This is an optimization exercise on Yosys and OpenROAD, whose aim is small area, not a production implementation. The RTL was checked by simulation tests, not by an equivalence proof against the original design. Power and IR drop assume default switching activity.

== run 1 ==
==> flow/design.v (excerpt) <==
module r4_sdf_stage #(
	parameter int fft_points = 256,
	parameter int sample_w   = 16
) (
	input  logic                  clk,
	input  logic                  rst_n,
	input  logic                  in_valid_i,
	input  logic [2*sample_w-1:0] in_data_i,
	output logic                  in_ready_o,
	output logic                  out_valid_o,
	output logic [2*sample_w-1:0] out_data_o,
	input  logic                  out_ready_i
);
clock: 5.0 ns
lec_check: 0
cap_margin: 20
core_margin: 2
core_utilization: 65
cts_buf_list: sky130_fd_sc_hd__clkbuf_8
cts_cluster_diameter: 60
cts_cluster_size: 20
gpl_timing_driven: 0
place_density: 0.75
slew_margin: 20
standard.sh (not shown) runs the stock make flow with config.mk's settings and CLKGATE_MAP_FILE= SYNTH_SCRIPT=/design/flow/synth_recipe.tcl, a recipe that flattens the netlist after the stock synthesis.
==> flow/flow/run.sh <==
#!/bin/bash
# Layout: the standard flow (standard.sh) with two changes made through
# ORFS variables:
#  - REMOVE_ABC_BUFFERS=1: the floorplan step deletes the buffers ABC put on
#    high-fanout nets, so the resizer rebuilds those trees after placement
#    (with GPL_TIMING_DRIVEN 0 in config.mk, global placement would otherwise
#    keep them);
#  - CTS_ARGS: the standard CTS arguments with config.mk's clustering and
#    buffer settings, plus -dont_use_dummy_load, so CTS adds no balancing
#    dummy cells.
# Each tool's log stays under orfs/logs; make's own output goes to make.log.
set -euo pipefail
cd "$(dirname "$0")/.."
export REMOVE_ABC_BUFFERS=1
export CTS_ARGS="-sink_clustering_enable -repair_clock_nets -sink_clustering_size 20 -sink_clustering_max_diameter 60 -buf_list sky130_fd_sc_hd__clkbuf_8 -dont_use_dummy_load"
bash standard.sh finish > make.log 2>&1
Run 1 | status: complete | timing, DRC, antenna: pass
The inputs of run 2 differ from those of run 1 as listed below.
-- flow/config.mk --
<<< run 1, line 7
export LEC_CHECK = 0
export CAP_MARGIN = 20
export CORE_MARGIN = 2
>>> run 2, line 7
export LEC_CHECK = 0
export CAP_MARGIN = 5
export CORE_MARGIN = 2
<<< run 1, line 15
export PLACE_DENSITY = 0.75
export SLEW_MARGIN = 20
>>> run 2, line 15
export PLACE_DENSITY = 0.75
export SETUP_SLACK_MARGIN = 0.05
export SLEW_MARGIN = 5
==> run summary <==
Compared with run 1, in run 2 static leakage held; non-clock buffering overhead in the final layout -0.21 points.
Between run 2 and run 1, the fraction of area in multi-input gates figures differ only marginally.
Per the comparison of run 2 with run 1, share of power burned in the clock network stayed essentially flat, antenna diode count now larger.
Input-level comparison between run 3 and run 2:
==> flow/run.sh (new file) <==
#!/bin/bash
# synth_recipe.tcl (not shown) runs the flow's synth.tcl, then flattens the netlist and writes it again
# the make line also repeats each setting of config.mk as NAME=value (left out here)
make -C /OpenROAD-flow-scripts/flow DESIGN_CONFIG=/design/flow/config.mk WORK_HOME=/design/flow/orfs CLKGATE_MAP_FILE= SYNTH_SCRIPT=/design/flow/synth_recipe.tcl finish
==> flow/config.mk <==
export PLATFORM = sky130hd
export DESIGN_NAME = r4_sdf_stage
export DESIGN_NICKNAME = r4_sdf_stage
export VERILOG_FILES = /design/flow/design.v
export SDC_FILE = /design/flow/constraint.sdc
export NUM_CORES = 4
export LEC_CHECK = 0
export CAP_MARGIN = 20
export CORE_MARGIN = 2
export CORE_UTILIZATION = 75
export CTS_BUF_LIST = sky130_fd_sc_hd__clkbuf_8
export CTS_CLUSTER_DIAMETER = 60
export CTS_CLUSTER_SIZE = 20
export GPL_TIMING_DRIVEN = 0
export PLACE_DENSITY = 0.82
export SLEW_MARGIN = 20
removed: flow/flow/run.sh
removed: flow/standard.sh
Run 3 against run 2: worst hold-check slack now sits lower, wire length the detailed router placed on met1 now sits higher. Post-route fraction of the period consumed by the critical path came out higher on run 3 than on run 2. Compare run 2 and run 3 | total power after layout higher: run 3. Of run 2 and run 3, the run reporting the higher worst setup slack after placement was run 3. No crash in run 3: every stage finished, but the layout fails its final checks due to setup timing. [compare] base=run 2 new=run 3: sequential cell area share lower; fill cell total of the finished layout now smaller. Summary of run 3 over run 2: number of enable-type register cells in the synthesized netlist level, final count of negative-setup-slack endpoints now larger, insertion delay to the later sink of the worst-skew pair climbed 0.10 ns, first-pass GRT wire length climbed 27%.
For run 4, these inputs were changed with respect to run 3:
==> flow/config.mk <==
export PLATFORM = sky130hd
export DESIGN_NAME = r4_sdf_stage
export DESIGN_NICKNAME = r4_sdf_stage
export VERILOG_FILES = /design/flow/design.v
export SDC_FILE = /design/flow/constraint.sdc
export NUM_CORES = 4
export LEC_CHECK = 0
export ABC_AREA = 1
export CAP_MARGIN = 20
export CORE_MARGIN = 2
export CORE_UTILIZATION = 65
export CTS_BUF_LIST = sky130_fd_sc_hd__clkbuf_8
export CTS_CLUSTER_DIAMETER = 60
export CTS_CLUSTER_SIZE = 20
export PLACE_DENSITY = 0.75
export SLEW_MARGIN = 20
Findings:
Of run 4 and run 3, only run 3 fails to finish with a clean layout.
In run 3 the implementation completed, yet the final layout does not meet the checks, the culprit being setup timing.
Sequential power was lower in run 4 than in run 3.
Compared with run 3, run 4 shows a final sum of negative setup slack that is 0.58 ns higher.
Diff run 3..run 4 | count of flip-flops and latches | unchanged
Compared to run 3, run 4 has overall power after layout 5.6% higher.
Summary of run 4 over run 3: cell depth of the worst flop-to-flop path increased 6; number of non-filler instances in the completed layout increased 6.1%; proportion of cell area occupied by registers decreased 1.8 points.

[re-timing with driven ports]
In the flow no input, the clock included, has a driving cell. The finished layouts below were timed again as built, in two steps. Step 1, drivers: a clkbuf_16 drives clk and a buf_2 each remaining input, both assumed. Step 2, shift: input delay + t, output delay - t, t = (earliest + latest rising clock arrival at the registers) / 2. This alone moves slack from input paths to output paths. Three values: ideal, step 1, step 2; two values: the first two.
| run | t (ns) | setup slack, ns | worst data-port slew with drivers (ns) |
|---|---|---|---|
| run 1 | 1.129 | 0.157 / 0.157 / -0.935 | 0.14 |
| run 2 | 1.132 | 0.102 / 0.102 / -0.997 | 0.16 |
| run 3 | 1.238 | -0.219 / -0.219 / -1.134 | 0.16 |
| run 4 | 1.147 | 0.283 / 0.283 / -0.272 | 0.14 |
Met with ideal ports but missed after step 2: setup timing in run 1, run 2 and run 4. For run 2, which loses most, drivers alone change the setup slack by 0.000 ns; drivers and shift together by -1.099 ns.
